Context: an optimization exercise on an open-source flow, tuned for small area and a short achievable clock period. The choices shown serve that exercise and are no tape-out recipe. In this exercise RTL edits were held to simulation tests only and were not proved equivalent to the original.

==> inputs of build 27 <==
==> flow/design.v <==
package cpu6_pkg;
    localparam int data_w          = 8;
    localparam int log_addr_w      = 16;
    localparam int phys_addr_w     = 19;
    localparam int page_offset_w   = 11;
    localparam int page_base_w     = 3;
    localparam int page_index_w    = log_addr_w - page_offset_w + page_base_w;
    localparam int page_entry_w    = phys_addr_w - page_offset_w;
    localparam int reg_count       = 16;
    localparam int reg_addr_w      = $clog2(reg_count);
    localparam int reg_space_limit = 256;   
    typedef enum logic [2:0] {
        dp_swap, dp_mar_hi, dp_mar_lo, dp_bus_read, dp_constant, dp_zero
    } dp_src_e;
    typedef enum logic [1:0] {
        src_ab, src_da, src_dz, src_za
    } alu_src_e;
    typedef enum logic [2:0] {
        alu_add, alu_subr, alu_subs, alu_or, alu_and, alu_notrs, alu_exor, alu_exnor
    } alu_func_e;
    typedef enum logic {dest_none, dest_ram_f} alu_dest_e;
    typedef enum logic [1:0] {carry_zero, carry_one, carry_flag} carry_sel_e;
    typedef enum logic [1:0] {
        load_none, load_result, load_mar_from_war, load_page_base
    } load_sel_e;
    typedef enum logic [2:0] {
        addr_none, addr_war_hi, addr_war_lo, addr_war_inc, addr_mar_inc, addr_swap
    } addr_op_e;
    typedef enum logic [1:0] {
        store_none, store_page_write, store_bus_write, store_bus_read
    } store_op_e;
    typedef struct packed {
        logic carry;
        logic overflow;
        logic sign;
        logic zero;
    } alu_flags_t;
    typedef struct packed {
        dp_src_e               dp_src;
        alu_src_e              alu_src;
        alu_func_e             alu_func;
        alu_dest_e             alu_dest;
        carry_sel_e            carry_sel;
        load_sel_e             load_sel;
        addr_op_e              addr_op;
        store_op_e             store_op;
        logic [data_w-1:0]     constant;
        logic [reg_addr_w-1:0] reg_a;
        logic [reg_addr_w-1:0] reg_b;
    } microword_t;
    localparam microword_t uop_none = '0;
endpackage
`timescale 1ns/10ps
module cpu6 (
    input  logic        clock,
    input  logic        reset,
    input  logic [33:0] uop,
    input  logic [7:0]  data_in,
    output logic        write_en,
    output logic [18:0] address,
    output logic [7:0]  data_out
);
    wire [2:0] u_dp_src   = uop[33:31];
    wire [1:0] u_alu_src  = uop[30:29];
    wire [2:0] u_func     = uop[28:26];
    wire       u_dest     = uop[25];
    wire [1:0] u_carry    = uop[24:23];
    wire [1:0] u_load     = uop[22:21];
    wire [2:0] u_addr     = uop[20:18];
    wire [1:0] u_store    = uop[17:16];
    wire [7:0] u_const    = uop[15:8];
    wire [3:0] u_ra       = uop[7:4];
    wire [3:0] u_rb       = uop[3:0];
    logic        e_d_swap, e_d_mhi, e_d_mlo, e_d_rd;   
    logic [7:0]  e_const;                               
    logic        e_r_d;                                 
    logic        e_inv_r;                               
    logic        e_arith;                               
    logic [2:0]  e_func;
    logic [15:0] e_we;                                  
    logic        e_carry_upd;
    logic        e_cin_one, e_cin_flag;
    logic        e_ld_result, e_ld_mar, e_ld_pb;
    logic        e_war_hi, e_war_lo, e_war_inc, e_mar_inc, e_swap;
    logic        e_pt_write, e_bus_write, e_bus_read;
    logic [7:0]  e_r;
    logic [7:0]  e_s;
    logic [7:0]  regs [16];
    logic [7:0]  result;
    logic [7:0]  swap_reg;
    logic        carry;
    logic [15:0] mar;
    logic [15:0] war;
    logic [2:0]  page_base;
    logic [7:0]  page_table [256];
    logic [7:0]  entry;           
    logic [7:0]  read_byte;
    logic        write_pending;
    logic [7:0] dp_bus;
    assign dp_bus = ({8{e_d_swap}} & swap_reg)
                  | ({8{e_d_mhi}}  & {~mar[15:12], mar[11:8]})
                  | ({8{e_d_mlo}}  & mar[7:0])
                  | ({8{e_d_rd}}   & read_byte)
                  | e_const;
    logic [7:0] rx;
    logic [8:0] sum;
    logic [7:0] logic_f;
    logic [7:0] alu_f;
    logic       cin;
    assign rx  = e_r_d ? (dp_bus ^ {8{e_inv_r}}) : e_r;
    assign cin = e_cin_one | (e_cin_flag & carry);
    assign sum = {1'b0, rx} + {1'b0, e_s} + {8'd0, cin};
    always_comb begin
        case (e_func)
            3'd3:    logic_f = rx | e_s;
            3'd4:    logic_f = rx & e_s;
            3'd5:    logic_f = ~rx & e_s;
            3'd6:    logic_f = rx ^ e_s;
            default: logic_f = ~(rx ^ e_s);
        endcase
    end
    assign alu_f = e_arith ? sum[7:0] : logic_f;
    logic [7:0] rd_a, rd_b, op_a, op_b;
    logic [7:0] r_next, s_next;
    logic       fwd_a, fwd_b;
    assign rd_a  = regs[u_ra];
    assign rd_b  = regs[u_rb];
    assign fwd_a = e_we[u_ra];
    assign fwd_b = e_we[u_rb];
    assign op_a  = fwd_a ? alu_f : rd_a;
    assign op_b  = fwd_b ? alu_f : rd_b;
    always_comb begin
        case (u_alu_src)
            2'd0:    begin r_next = op_a;  s_next = op_b; end
            2'd1:    begin r_next = op_a;  s_next = op_a; end   
            2'd2:    begin r_next = op_a;  s_next = 8'd0; end   
            default: begin r_next = 8'd0;  s_next = op_a; end
        endcase
    end
    always_ff @(posedge clock) begin
        e_r <= r_next ^ {8{u_func == 3'd1}};
        e_s <= s_next ^ {8{u_func == 3'd2}};
    end
    always_ff @(posedge clock or posedge reset) begin
        if (reset) begin
            e_d_swap    <= 1'b1;
            e_d_mhi     <= 1'b0;
            e_d_mlo     <= 1'b0;
            e_d_rd      <= 1'b0;
            e_const     <= 8'd0;
            e_r_d       <= 1'b0;
            e_inv_r     <= 1'b0;
            e_arith     <= 1'b1;
            e_func      <= 3'd0;
            e_we        <= 16'd0;
            e_carry_upd <= 1'b0;
            e_cin_one   <= 1'b0;
            e_cin_flag  <= 1'b0;
            e_ld_result <= 1'b0;
            e_ld_mar    <= 1'b0;
            e_ld_pb     <= 1'b0;
            e_war_hi    <= 1'b0;
            e_war_lo    <= 1'b0;
            e_war_inc   <= 1'b0;
            e_mar_inc   <= 1'b0;
            e_swap      <= 1'b0;
            e_pt_write  <= 1'b0;
            e_bus_write <= 1'b0;
            e_bus_read  <= 1'b0;
        end else begin
            e_d_swap    <= (u_dp_src == 3'd0);
            e_d_mhi     <= (u_dp_src == 3'd1);
            e_d_mlo     <= (u_dp_src == 3'd2);
            e_d_rd      <= (u_dp_src == 3'd3);
            e_const     <= (u_dp_src == 3'd4) ? u_const : 8'd0;
            e_r_d       <= (u_alu_src == 2'd1) || (u_alu_src == 2'd2);
            e_inv_r     <= (u_func == 3'd1);
            e_arith     <= (u_func <= 3'd2);
            e_func      <= u_func;
            for (int i = 0; i < 16; i++) e_we[i] <= u_dest && (u_rb == 4'(i));
            e_carry_upd <= u_dest && (u_func <= 3'd2);
            e_cin_one   <= (u_carry == 2'd1);
            e_cin_flag  <= (u_carry == 2'd2);
            e_ld_result <= (u_load == 2'd1);
            e_ld_mar    <= (u_load == 2'd2);
            e_ld_pb     <= (u_load == 2'd3);
            e_war_hi    <= (u_addr == 3'd1);
            e_war_lo    <= (u_addr == 3'd2);
            e_war_inc   <= (u_addr == 3'd3);
            e_mar_inc   <= (u_addr == 3'd4);
            e_swap      <= (u_addr == 3'd5);
            e_pt_write  <= (u_store == 2'd1);
            e_bus_write <= (u_store == 2'd2);
            e_bus_read  <= (u_store == 2'd3);
        end
    end
    always_ff @(posedge clock) begin
        for (int i = 0; i < 16; i++) begin
            if (e_we[i]) regs[i] <= alu_f;
        end
    end
    always_ff @(posedge clock or posedge reset) begin
        if (reset) begin
            result   <= 8'd0;
            swap_reg <= 8'd0;
            carry    <= 1'b0;
        end else begin
            if (e_ld_result) result <= alu_f;
            if (e_swap) swap_reg <= {dp_bus[3:0], dp_bus[7:4]};
            if (e_carry_upd) carry <= sum[8];
        end
    end
    logic [15:0] mar_next;
    logic [2:0]  pb_next;
    always_comb begin
        if (e_mar_inc)     mar_next = mar + 16'd1;
        else if (e_ld_mar) mar_next = war;
        else               mar_next = mar;
    end
    assign pb_next = e_ld_pb ? result[2:0] : page_base;
    always_ff @(posedge clock or posedge reset) begin
        if (reset) begin
            mar       <= 16'd0;
            war       <= 16'd0;
            page_base <= 3'd0;
        end else begin
            mar       <= mar_next;
            page_base <= pb_next;
            if (e_war_hi)  war[15:8] <= e_ld_mar ? mar[15:8] : result;
            if (e_war_lo)  war[7:0]  <= e_ld_mar ? mar[7:0]  : result;
            if (e_war_inc) war       <= war + 16'd1;
        end
    end
    logic [31:0] mh_oh, mh_next_oh;
    logic [7:0]  pb_oh, pb_next_oh;
    always_comb begin
        for (int i = 0; i < 32; i++) begin
            mh_oh[i]      = (mar[15:11] == 5'(i));
            mh_next_oh[i] = (mar_next[15:11] == 5'(i));
        end
        for (int j = 0; j < 8; j++) begin
            pb_oh[j]      = (page_base == 3'(j));
            pb_next_oh[j] = (pb_next == 3'(j));
        end
    end
    always_ff @(posedge clock) begin
        for (int i = 0; i < 32; i++) begin
            for (int j = 0; j < 8; j++) begin
                if (e_pt_write && mh_oh[i] && pb_oh[j]) page_table[i*8+j] <= result;
            end
        end
    end
    logic [7:0] row [32];
    logic [7:0] lookup;
    always_comb begin
        for (int i = 0; i < 32; i++) begin
            row[i] = 8'd0;
            for (int j = 0; j < 8; j++) row[i] = row[i] | ({8{pb_next_oh[j]}} & page_table[i*8+j]);
        end
        lookup = 8'd0;
        for (int i = 0; i < 32; i++) lookup = lookup | ({8{mh_next_oh[i]}} & row[i]);
    end
    wire same_index = (mar_next[15:11] == mar[15:11]) && (pb_next == page_base);
    always_ff @(posedge clock) begin
        if (e_pt_write && same_index) entry <= result;
        else                          entry <= lookup;
    end
    assign address = {entry, mar[10:0]};
    wire reg_space = (entry == 8'd0) && (mar[10:8] == 3'd0);
    always_ff @(posedge clock or posedge reset) begin
        if (reset) begin
            data_out      <= 8'd0;
            write_pending <= 1'b0;
            write_en      <= 1'b0;
            read_byte     <= 8'd0;
        end else begin
            write_pending <= e_bus_write;
            write_en      <= write_pending;
            if (e_bus_write) data_out <= dp_bus;
            if (e_bus_read)  read_byte <= reg_space ? data_out : data_in;
        end
    end
endmodule
==> flow/run.sh <==
#!/bin/bash
# synth_recipe.tcl (not shown) runs the flow's synth.tcl, then flattens the netlist and writes it again
# the make line also repeats each setting of config.mk as NAME=value (left out here)
make -C /OpenROAD-flow-scripts/flow DESIGN_CONFIG=/design/flow/config.mk WORK_HOME=/design/flow/orfs CLKGATE_MAP_FILE= SYNTH_SCRIPT=/design/flow/synth_recipe.tcl finish
==> flow/config.mk <==
export PLATFORM = sky130hd
export DESIGN_NAME = cpu6
export DESIGN_NICKNAME = cpu6
export VERILOG_FILES = /design/flow/design.v
export SDC_FILE = /design/flow/constraint.sdc
export NUM_CORES = 4
export LEC_CHECK = 0
export CAP_MARGIN = 20
export CORE_MARGIN = 2
export CORE_UTILIZATION = 40
export SETUP_SLACK_MARGIN = 0.3
export SLEW_MARGIN = 20
==> flow/constraint.sdc <==
create_clock -name core_clock -period 6.5 [get_ports {clock}]
set_input_delay 1.3000 -clock core_clock [delete_from_list [all_inputs] [get_ports {clock}]]
set_output_delay 1.3000 -clock core_clock [all_outputs]
set_load 0.01 [all_outputs]
==> build 45: changes against build 27 <==
==> flow/design.v, changed modules only <==
module cpu6 (
    input  logic        clock,
    input  logic        reset,
    input  logic [33:0] uop,
    input  logic [7:0]  data_in,
    output logic        write_en,
    output logic [18:0] address,
    output logic [7:0]  data_out
);
    wire [2:0] u_dp_src   = uop[33:31];
    wire [1:0] u_alu_src  = uop[30:29];
    wire [2:0] u_func     = uop[28:26];
    wire       u_dest     = uop[25];
    wire [1:0] u_carry    = uop[24:23];
    wire [1:0] u_load     = uop[22:21];
    wire [2:0] u_addr     = uop[20:18];
    wire [1:0] u_store    = uop[17:16];
    wire [7:0] u_const    = uop[15:8];
    wire [3:0] u_ra       = uop[7:4];
    wire [3:0] u_rb       = uop[3:0];
    logic        e_d_swap, e_d_mhi, e_d_mlo, e_d_rd;   
    logic [7:0]  e_const;                               
    logic        e_arith;                               
    logic [2:0]  e_func;
    logic        e_dest;                                
    logic [3:0]  e_rb;
    logic        e_carry_upd;
    logic        e_cin_one, e_cin_flag;
    logic        e_ld_result, e_ld_mar, e_ld_pb;
    logic        e_war_hi, e_war_lo, e_war_inc, e_mar_inc, e_swap;
    logic        e_pt_write, e_bus_write, e_bus_read;
    logic [7:0]  e_r;
    logic [7:0]  e_s;
    logic [7:0]  regs [16];
    logic [7:0]  result;
    logic [7:0]  swap_reg;
    logic        carry;
    logic [15:0] mar;
    logic [15:0] war;
    logic [2:0]  page_base;
    logic [7:0]  page_table [256];
    logic [7:0]  entry;           
    logic [7:0]  read_byte;
    wire         reg_space = (entry == 8'd0) && (mar[10:8] == 3'd0);
    logic        write_pending;
    logic [7:0] dp_bus;
    assign dp_bus = ({8{e_d_swap}} & swap_reg)
                  | ({8{e_d_mhi}}  & {~mar[15:12], mar[11:8]})
                  | ({8{e_d_mlo}}  & mar[7:0])
                  | ({8{e_d_rd}}   & read_byte)
                  | e_const;
    logic [7:0] rx;
    logic [8:0] sum;
    logic [7:0] logic_f;
    logic [7:0] alu_f;
    logic       cin;
    assign rx  = e_r;
    assign cin = e_cin_one | (e_cin_flag & carry);
    logic [7:0] pg_g, pg_p, pk_g, pk_p;
    logic [8:0] carries;
    always_comb begin
        pg_g = rx & e_s;
        pg_p = rx ^ e_s;
        pk_g = pg_g;
        pk_p = pg_p;
        for (int d = 1; d < 8; d = d * 2) begin
            for (int i = 7; i >= d; i--) begin
                pk_g[i] = pk_g[i] | (pk_p[i] & pk_g[i-d]);
                pk_p[i] = pk_p[i] & pk_p[i-d];
            end
        end
        carries[0] = cin;
        for (int i = 0; i < 8; i++) carries[i+1] = pk_g[i] | (pk_p[i] & cin);
    end
    assign sum = {carries[8], pg_p ^ carries[7:0]};
    always_comb begin
        case (e_func)
            3'd3:    logic_f = rx | e_s;
            3'd4:    logic_f = rx & e_s;
            3'd5:    logic_f = ~rx & e_s;
            3'd6:    logic_f = rx ^ e_s;
            default: logic_f = ~(rx ^ e_s);
        endcase
    end
    assign alu_f = e_arith ? sum[7:0] : logic_f;
    logic [7:0] swap_next, read_next, d_next;
    logic [15:0] mar_next;
    wire        u_r_d = (u_alu_src == 2'd1) || (u_alu_src == 2'd2);
    assign swap_next = e_swap ? {dp_bus[3:0], dp_bus[7:4]} : swap_reg;
    assign read_next = e_bus_read ? (reg_space ? data_out : data_in) : read_byte;
    always_comb begin
        case (u_dp_src)
            3'd0:    d_next = swap_next;
            3'd1:    d_next = {~mar_next[15:12], mar_next[11:8]};
            3'd2:    d_next = mar_next[7:0];
            3'd3:    d_next = read_next;
            3'd4:    d_next = u_const;
            default: d_next = 8'd0;
        endcase
    end
    logic [7:0] rd_a, rd_b, op_a, op_b;
    logic [7:0] r_next, s_next;
    logic       fwd_a, fwd_b;
    assign rd_a  = regs[u_ra];
    assign rd_b  = regs[u_rb];
    assign fwd_a = e_dest && (e_rb == u_ra);
    assign fwd_b = e_dest && (e_rb == u_rb);
    assign op_a  = fwd_a ? alu_f : rd_a;
    assign op_b  = fwd_b ? alu_f : rd_b;
    always_comb begin
        case (u_alu_src)
            2'd0:    begin r_next = op_a;  s_next = op_b; end
            2'd1:    begin r_next = op_a;  s_next = op_a; end   
            2'd2:    begin r_next = op_a;  s_next = 8'd0; end   
            default: begin r_next = 8'd0;  s_next = op_a; end
        endcase
    end
    always_ff @(posedge clock) begin
        e_rb <= u_rb;
        e_r  <= (u_r_d ? d_next : r_next) ^ {8{u_func == 3'd1}};
        e_s <= s_next ^ {8{u_func == 3'd2}};
    end
    always_ff @(posedge clock or posedge reset) begin
        if (reset) begin
            e_d_swap    <= 1'b1;
            e_d_mhi     <= 1'b0;
            e_d_mlo     <= 1'b0;
            e_d_rd      <= 1'b0;
            e_const     <= 8'd0;
            e_arith     <= 1'b1;
            e_func      <= 3'd0;
            e_dest      <= 1'b0;
            e_carry_upd <= 1'b0;
            e_cin_one   <= 1'b0;
            e_cin_flag  <= 1'b0;
            e_ld_result <= 1'b0;
            e_ld_mar    <= 1'b0;
            e_ld_pb     <= 1'b0;
            e_war_hi    <= 1'b0;
            e_war_lo    <= 1'b0;
            e_war_inc   <= 1'b0;
            e_mar_inc   <= 1'b0;
            e_swap      <= 1'b0;
            e_pt_write  <= 1'b0;
            e_bus_write <= 1'b0;
            e_bus_read  <= 1'b0;
        end else begin
            e_d_swap    <= (u_dp_src == 3'd0);
            e_d_mhi     <= (u_dp_src == 3'd1);
            e_d_mlo     <= (u_dp_src == 3'd2);
            e_d_rd      <= (u_dp_src == 3'd3);
            e_const     <= (u_dp_src == 3'd4) ? u_const : 8'd0;
            e_arith     <= (u_func <= 3'd2);
            e_func      <= u_func;
            e_dest      <= u_dest;
            e_carry_upd <= u_dest && (u_func <= 3'd2);
            e_cin_one   <= (u_carry == 2'd1);
            e_cin_flag  <= (u_carry == 2'd2);
            e_ld_result <= (u_load == 2'd1);
            e_ld_mar    <= (u_load == 2'd2);
            e_ld_pb     <= (u_load == 2'd3);
            e_war_hi    <= (u_addr == 3'd1);
            e_war_lo    <= (u_addr == 3'd2);
            e_war_inc   <= (u_addr == 3'd3);
            e_mar_inc   <= (u_addr == 3'd4);
            e_swap      <= (u_addr == 3'd5);
            e_pt_write  <= (u_store == 2'd1);
            e_bus_write <= (u_store == 2'd2);
            e_bus_read  <= (u_store == 2'd3);
        end
    end
    always_ff @(posedge clock) begin
        for (int i = 0; i < 16; i++) begin
            if (e_dest && (e_rb == 4'(i))) regs[i] <= alu_f;
        end
    end
    always_ff @(posedge clock or posedge reset) begin
        if (reset) begin
            result   <= 8'd0;
            swap_reg <= 8'd0;
            carry    <= 1'b0;
        end else begin
            if (e_ld_result) result <= alu_f;
            swap_reg <= swap_next;
            if (e_carry_upd) carry <= sum[8];
        end
    end
    logic [2:0]  pb_next;
    always_comb begin
        if (e_mar_inc)     mar_next = mar + 16'd1;
        else if (e_ld_mar) mar_next = war;
        else               mar_next = mar;
    end
    assign pb_next = e_ld_pb ? result[2:0] : page_base;
    always_ff @(posedge clock or posedge reset) begin
        if (reset) begin
            mar       <= 16'd0;
            war       <= 16'd0;
            page_base <= 3'd0;
        end else begin
            mar       <= mar_next;
            page_base <= pb_next;
            if (e_war_hi)  war[15:8] <= e_ld_mar ? mar[15:8] : result;
            if (e_war_lo)  war[7:0]  <= e_ld_mar ? mar[7:0]  : result;
            if (e_war_inc) war       <= war + 16'd1;
        end
    end
    logic [31:0] mh_oh, war_oh, mh_next_oh;
    logic [7:0]  pb_oh, res_oh, pb_next_oh;
    logic        mar_lo_full;
    assign mar_lo_full = &mar[10:0];
    always_comb begin
        for (int i = 0; i < 32; i++) begin
            mh_oh[i]  = (mar[15:11] == 5'(i));
            war_oh[i] = (war[15:11] == 5'(i));
        end
        for (int i = 0; i < 32; i++) begin
            if (e_mar_inc)     mh_next_oh[i] = mar_lo_full ? mh_oh[(i + 31) % 32] : mh_oh[i];
            else if (e_ld_mar) mh_next_oh[i] = war_oh[i];
            else               mh_next_oh[i] = mh_oh[i];
        end
        for (int j = 0; j < 8; j++) begin
            pb_oh[j]      = (page_base == 3'(j));
            res_oh[j]     = (result[2:0] == 3'(j));
            pb_next_oh[j] = e_ld_pb ? res_oh[j] : pb_oh[j];
        end
    end
    always_ff @(posedge clock) begin
        for (int i = 0; i < 32; i++) begin
            for (int j = 0; j < 8; j++) begin
                if (e_pt_write && mh_oh[i] && pb_oh[j]) page_table[i*8+j] <= result;
            end
        end
    end
    logic [7:0] row [32];
    logic [7:0] lookup;
    always_comb begin
        for (int i = 0; i < 32; i++) begin
            row[i] = 8'd0;
            for (int j = 0; j < 8; j++) row[i] = row[i] | ({8{pb_next_oh[j]}} & page_table[i*8+j]);
        end
        lookup = 8'd0;
        for (int i = 0; i < 32; i++) lookup = lookup | ({8{mh_next_oh[i]}} & row[i]);
    end
    wire same_page  = e_mar_inc ? !mar_lo_full : (!e_ld_mar || (war[15:11] == mar[15:11]));
    wire same_index = same_page && (!e_ld_pb || (result[2:0] == page_base));
    always_ff @(posedge clock) begin
        if (e_pt_write && same_index) entry <= result;
        else                          entry <= lookup;
    end
    assign address = {entry, mar[10:0]};
    always_ff @(posedge clock or posedge reset) begin
        if (reset) begin
            data_out      <= 8'd0;
            write_pending <= 1'b0;
            write_en      <= 1'b0;
            read_byte     <= 8'd0;
        end else begin
            write_pending <= e_bus_write;
            write_en      <= write_pending;
            if (e_bus_write) data_out <= dp_bus;
            read_byte <= read_next;
        end
    end
endmodule
Settings changed: SETUP_SLACK_MARGIN 0.3 to 3.7.
==> flow_summary.json <==
{
  "share_seq_of_total_power_pct": 44.0,
  "global_route_wire_length_before_repair_um": 425000,
  "tritoncts_num_sinks": 2305,
  "cells_traversed_along_the_worst_timing_path": "buf_4 > and4b_2 > or2_4 > buf_4 > clkbuf_16 > a22o_1 > a221oi_2 > a31oi_4 > nor4_4 > nand4_1 > o22a_1",
  "mostFrequentLayoutCells": "2176 x sky130_fd_sc_hd__edfxtp_1, 748 x sky130_fd_sc_hd__a22oi_1, 240 x sky130_fd_sc_hd__nand2_1, 228 x sky130_fd_sc_hd__clkbuf_16, 170 x sky130_fd_sc_hd__nor2_4",
  "finClkSkew_ns": 0.119,
  "flow.area_growth_from_synthesis_pct": 20.1,
  "transition_time_of_the_tightest_slew_check_pin_ns": 1.23,
  "netlist_top_cells_area": "sky130_fd_sc_hd__edfxtp_1 73%, sky130_fd_sc_hd__a22oi_1 6.4%, sky130_fd_sc_hd__dfrtp_1 2.8%",
  "syn_area_sq_mm": 0.0897,
  "multiInputGateArea_sq_mm": 0.0236,
  "post_synthesis_mux_area_share_pct": 0.812,
  "register_area_sq_mm": 0.0685,
  "layout.filler_cells": 18477,
  "met3WireLength_um": 38300,
  "fin_crit_ns": 3.32,
  "status": "finished clean",
  "detail_route.iter0.violations": 10147,
  "postSynthNetCount": 5705
}
(the above is from build 45)
==> flow_summary.json <==
{
  "status": "finished clean",
  "mostFrequentLayoutCells": "2176 x sky130_fd_sc_hd__edfxtp_1, 503 x sky130_fd_sc_hd__a22oi_1, 432 x sky130_fd_sc_hd__nor2_1, 391 x sky130_fd_sc_hd__nand2_1, 225 x sky130_fd_sc_hd__clkbuf_16",
  "register_area_sq_mm": 0.0688,
  "detail_route.iter0.violations": 10664,
  "fin_crit_ns": 5.36,
  "met3WireLength_um": 41500,
  "post_synthesis_mux_area_share_pct": 1.51,
  "transition_time_of_the_tightest_slew_check_pin_ns": 1.30,
  "global_route_wire_length_before_repair_um": 429000,
  "share_seq_of_total_power_pct": 42.1,
  "layout.filler_cells": 19290,
  "finClkSkew_ns": 0.0791
}
(the above is from build 27)

[what the ideal ports hide]
The flow's constraints put no driver on any port. The routed layouts listed below were extracted and timed again, unchanged, in two steps. Step 1 (the two cells are an assumption about what drives the block):
set clk [get_ports {clock}]
set_driving_cell -lib_cell sky130_fd_sc_hd__clkbuf_16 $clk
set_driving_cell -lib_cell sky130_fd_sc_hd__buf_2 [delete_from_list [all_inputs] $clk]
Step 2, shift: input delay + t, output delay - t, t = (earliest + latest rising clock arrival at the registers) / 2. This alone moves slack from input paths to output paths. a / b / c = no drivers / after step 1 / after step 2; a / b = the first two.
run	shift t [ns]	slack for setup (ns)	clock arrival spread, ns	cell pins on the clock port's net
build 27	0.963	1.144 / 1.144 / 1.144	0.082 / 0.082	1
build 45	0.955	3.180 / 3.180 / 2.752	0.119 / 0.119	1
After both steps every run listed still meets setup and hold. The setup slack of build 45, which loses most, moves by 0.000 ns with the drivers and by -0.428 ns with both steps.
